From an optimization exercise on the open Yosys and OpenROAD flow, aimed at small area and few clock cycles per item; shortcuts taken in it are not production practice. The RTL was checked by simulation tests, not by an equivalence proof against the original design.

==> run a <==
==> flow/design.v (excerpt) <==
module str_dot_top (
    input  logic               clk,
    input  logic               rst,
    input  logic [63:0]        in_a,
    input  logic [63:0]        in_b,
    input  logic               in_last,
    input  logic               in_valid,
    output logic               in_ready,
    output logic signed [14:0] out_dot,
    output logic signed [10:0] out_sum,
    output logic               out_last,
    output logic               out_valid,
    input  logic               out_ready
);
    logic [27:0] dot_d_q;
    wire  [27:0] dot_d_n = {c1436, c1434, s1435, c1432, s1431, c1420, s1419, c1349, s1391, c1347, s1348, c1290, i1350, s1289, c1216, i1291, s1215, c1128, s1127, c1028, c920, s1027, c918, s919, c1444, s1443, s1440, s1437};
    logic [10:0] sum_d_q;
    wire  [10:0] sum_d_n = {sum_d_f[10], sum_d_f[9], sum_d_f[8], sum_d_f[7], sum_d_f[6], sum_d_f[5], sum_d_f[4], sum_d_f[3], sum_d_f[2], sum_d_f[1], sum_d_f[0]};
    wire lq1 = ~(in_a[0] & in_b[1]);
    wire lq2 = ~(in_a[0] & in_b[2]);
    wire lq3 = ~(in_a[0] & in_b[3]);
    wire lq4 = ~(in_a[1] & in_b[0]);
    wire lq5 = ~(in_a[1] & in_b[1]);
  ...
Settings: LEC_CHECK=0, CAP_MARGIN=20, CORE_MARGIN=2, CORE_UTILIZATION=80, CTS_BUF_LIST=sky130_fd_sc_hd__clkbuf_8, GPL_TIMING_DRIVEN=0, PLACE_DENSITY=0.88, SETUP_SLACK_MARGIN=0.05, SLEW_MARGIN=20, SYNTH_HIERARCHICAL=1; clock period 6.0 ns.
standard.sh (not shown) runs the stock make flow with config.mk's settings and CLKGATE_MAP_FILE= SYNTH_SCRIPT=/design/flow/synth_recipe.tcl, a recipe that flattens the netlist after the stock synthesis.
==> flow/flow/run.sh <==
#!/bin/bash
# Standard ORFS layout (the standard.sh, unchanged synthesis), with the port
# buffers made from a small plain buffer instead of the default choice, and a
# clock tree without dummy loads.
set -euo pipefail
bash standard.sh BUFFER_PORTS_ARGS="-buffer_cell sky130_fd_sc_hd__buf_2" \
  CTS_ARGS="-sink_clustering_enable -repair_clock_nets -buf_list sky130_fd_sc_hd__clkbuf_8 -dont_use_dummy_load" \
  finish > flow.log 2>&1
==> run b: changes against run a <==
Settings changed: CORE_UTILIZATION 80 to 70, PLACE_DENSITY 0.88 to 0.8, SETUP_SLACK_MARGIN 0.05 to unset.
==> comparison table <==
Result of the run: run a timing/DRC/antenna clean; run b timing/DRC/antenna clean
Setup repair after global routing missed its margin: run a yes; run b no
Worst hold margin: run a 790 ps; run b 810 ps
Wire length of the first global-routing pass: run a 70.5 mm; run b 66.2 mm
Routing usage on met3: run a 11.8%; run b 8.22%
Clock-cell share: run a 0.440%; run b 0.439%
Final WL: run a 45.8 mm; run b 43.4 mm
Largest clock skew in the final design: run a 8.16 ps; run b 27.8 ps
Total global routing track utilization: run a 51.0%; run b 42.6%
Testbench counts of run a, summed over its fixed seeds: cycles 2,056, items 2,048.
Testbench counts of run b, summed over its fixed seeds: cycles 2,056, items 2,048.

========
==> 11-12: inputs <==
str_dot_top, a different RTL version from the one above (not shown whole).
==> flow/design.v (excerpt) <==
module str_dot_top (
    input  logic               clk,
    input  logic               rst,
    input  logic [63:0]        in_a,
    input  logic [63:0]        in_b,
    input  logic               in_last,
    input  logic               in_valid,
    output logic               in_ready,
    output logic signed [14:0] out_dot,
    output logic signed [10:0] out_sum,
    output logic               out_last,
    output logic               out_valid,
    input  logic               out_ready
);
export LEC_CHECK = 0
export CAP_MARGIN = 20
export CORE_MARGIN = 2
export CORE_UTILIZATION = 70
export CTS_BUF_LIST = sky130_fd_sc_hd__clkbuf_8
export GPL_TIMING_DRIVEN = 0
export PLACE_DENSITY = 0.8
export SETUP_SLACK_MARGIN = 0.05
export SLEW_MARGIN = 20
export SYNTH_HIERARCHICAL = 1
create_clock -name core_clock -period 6.0 [get_ports {clk}]
==> flow/flow/run.sh <==
#!/bin/bash
# Standard ORFS layout (the standard.sh, unchanged synthesis), with the port
# buffers made from the smallest plain buffer instead of the default choice.
set -euo pipefail
bash standard.sh BUFFER_PORTS_ARGS="-buffer_cell sky130_fd_sc_hd__buf_2" finish > flow.log 2>&1
==> 02-24 (differences from 11-12) <==
==> flow/run.sh (new file) <==
#!/bin/bash
# synth_recipe.tcl (not shown) runs the flow's synth.tcl, then flattens the netlist and writes it again
# the make line also repeats each setting of config.mk as NAME=value (left out here)
make -C /OpenROAD-flow-scripts/flow DESIGN_CONFIG=/design/flow/config.mk WORK_HOME=/design/flow/orfs CLKGATE_MAP_FILE= SYNTH_SCRIPT=/design/flow/synth_recipe.tcl finish
--- a/flow/config.mk
+++ b/flow/config.mk
@@ -9,7 +9,5 @@
 export CORE_MARGIN = 2
-export CORE_UTILIZATION = 70
-export CTS_BUF_LIST = sky130_fd_sc_hd__clkbuf_8
+export CORE_UTILIZATION = 40
 export GPL_TIMING_DRIVEN = 0
-export PLACE_DENSITY = 0.8
-export SETUP_SLACK_MARGIN = 0.05
+export PLACE_DENSITY = 0.6
 export SLEW_MARGIN = 20
removed: flow/flow/run.sh
removed: flow/standard.sh
==> 07-02 (differences from 11-12) <==
==> flow/run.sh (new file) <==
#!/bin/bash
# synth_recipe.tcl (not shown) runs the flow's synth.tcl, then flattens the netlist and writes it again
# the make line also repeats each setting of config.mk as NAME=value (left out here)
make -C /OpenROAD-flow-scripts/flow DESIGN_CONFIG=/design/flow/config.mk WORK_HOME=/design/flow/orfs CLKGATE_MAP_FILE= SYNTH_SCRIPT=/design/flow/synth_recipe.tcl finish
--- a/flow/config.mk
+++ b/flow/config.mk
@@ -9,7 +9,4 @@
 export CORE_MARGIN = 2
-export CORE_UTILIZATION = 70
-export CTS_BUF_LIST = sky130_fd_sc_hd__clkbuf_8
-export GPL_TIMING_DRIVEN = 0
-export PLACE_DENSITY = 0.8
-export SETUP_SLACK_MARGIN = 0.05
+export CORE_UTILIZATION = 40
+export PLACE_DENSITY = 0.6
 export SLEW_MARGIN = 20
removed: flow/flow/run.sh
removed: flow/standard.sh
==> notes <==
11-12 went through all stages and came out clean. 02-24 finished with timing, DRC and antenna clean. 07-02 reached the layout checks and failed them: setup timing.
The lowest non-clock buffer count belongs to 11-12, the highest to 07-02.
Against 02-24, the routed wire length of 07-02 is larger by about 8%.
Utilization: 11-12 is higher than 02-24 (30 points).
Testbench counts of 11-12, summed over its fixed seeds: cycles 2,056, items 2,048.
Testbench counts of 02-24, summed over its fixed seeds: cycles 2,056, items 2,048.
Testbench counts of 07-02, summed over its fixed seeds: cycles 2,056, items 2,048.

==> port drivers added, routing unchanged <==
No port has a modelled driver above. Below, the same layouts with a new extraction and two added sets of constraints.
Step 1 (the two cells are an assumption about what drives the block):
set clk [get_ports {clk}]
set_driving_cell -lib_cell sky130_fd_sc_hd__clkbuf_16 $clk
set_driving_cell -lib_cell sky130_fd_sc_hd__buf_2 [delete_from_list [all_inputs] $clk]
Step 2 times the ports against the registers' clock, not the clock port: input delays grow and output delays shrink by t, the midpoint of the rising clock arrivals with the driver on.
a / b / c = ideal ports / drivers / drivers and shift; a / b = the first two.
run | t, ns | setup slack, ns | worst hold slack (ns) | worst setup path at the end
run a | 0.321 | 0.093 / 0.099 / -0.221 | 0.790 / 0.790 / 0.790 | input to register
run b | 0.343 | 0.088 / 0.100 / -0.243 | 0.810 / 0.810 / 0.810 | input to register
11-12 | 0.354 | 0.042 / 0.047 / -0.307 | 1.028 / 1.021 / 1.088 | input to register
02-24 | 0.329 | 0.049 / 0.049 / -0.266 | 1.047 / 1.047 / 1.047 | input to register
07-02 | 0.334 | -0.067 / -0.080 / -0.414 | 0.988 / 0.988 / 0.988 | input to register
With both steps, setup timing fails in run a, run b, 11-12 and 02-24, where it was met with ideal ports. The setup slack of 11-12, which loses most, moves by +0.005 ns with the drivers and by -0.349 ns with both steps.
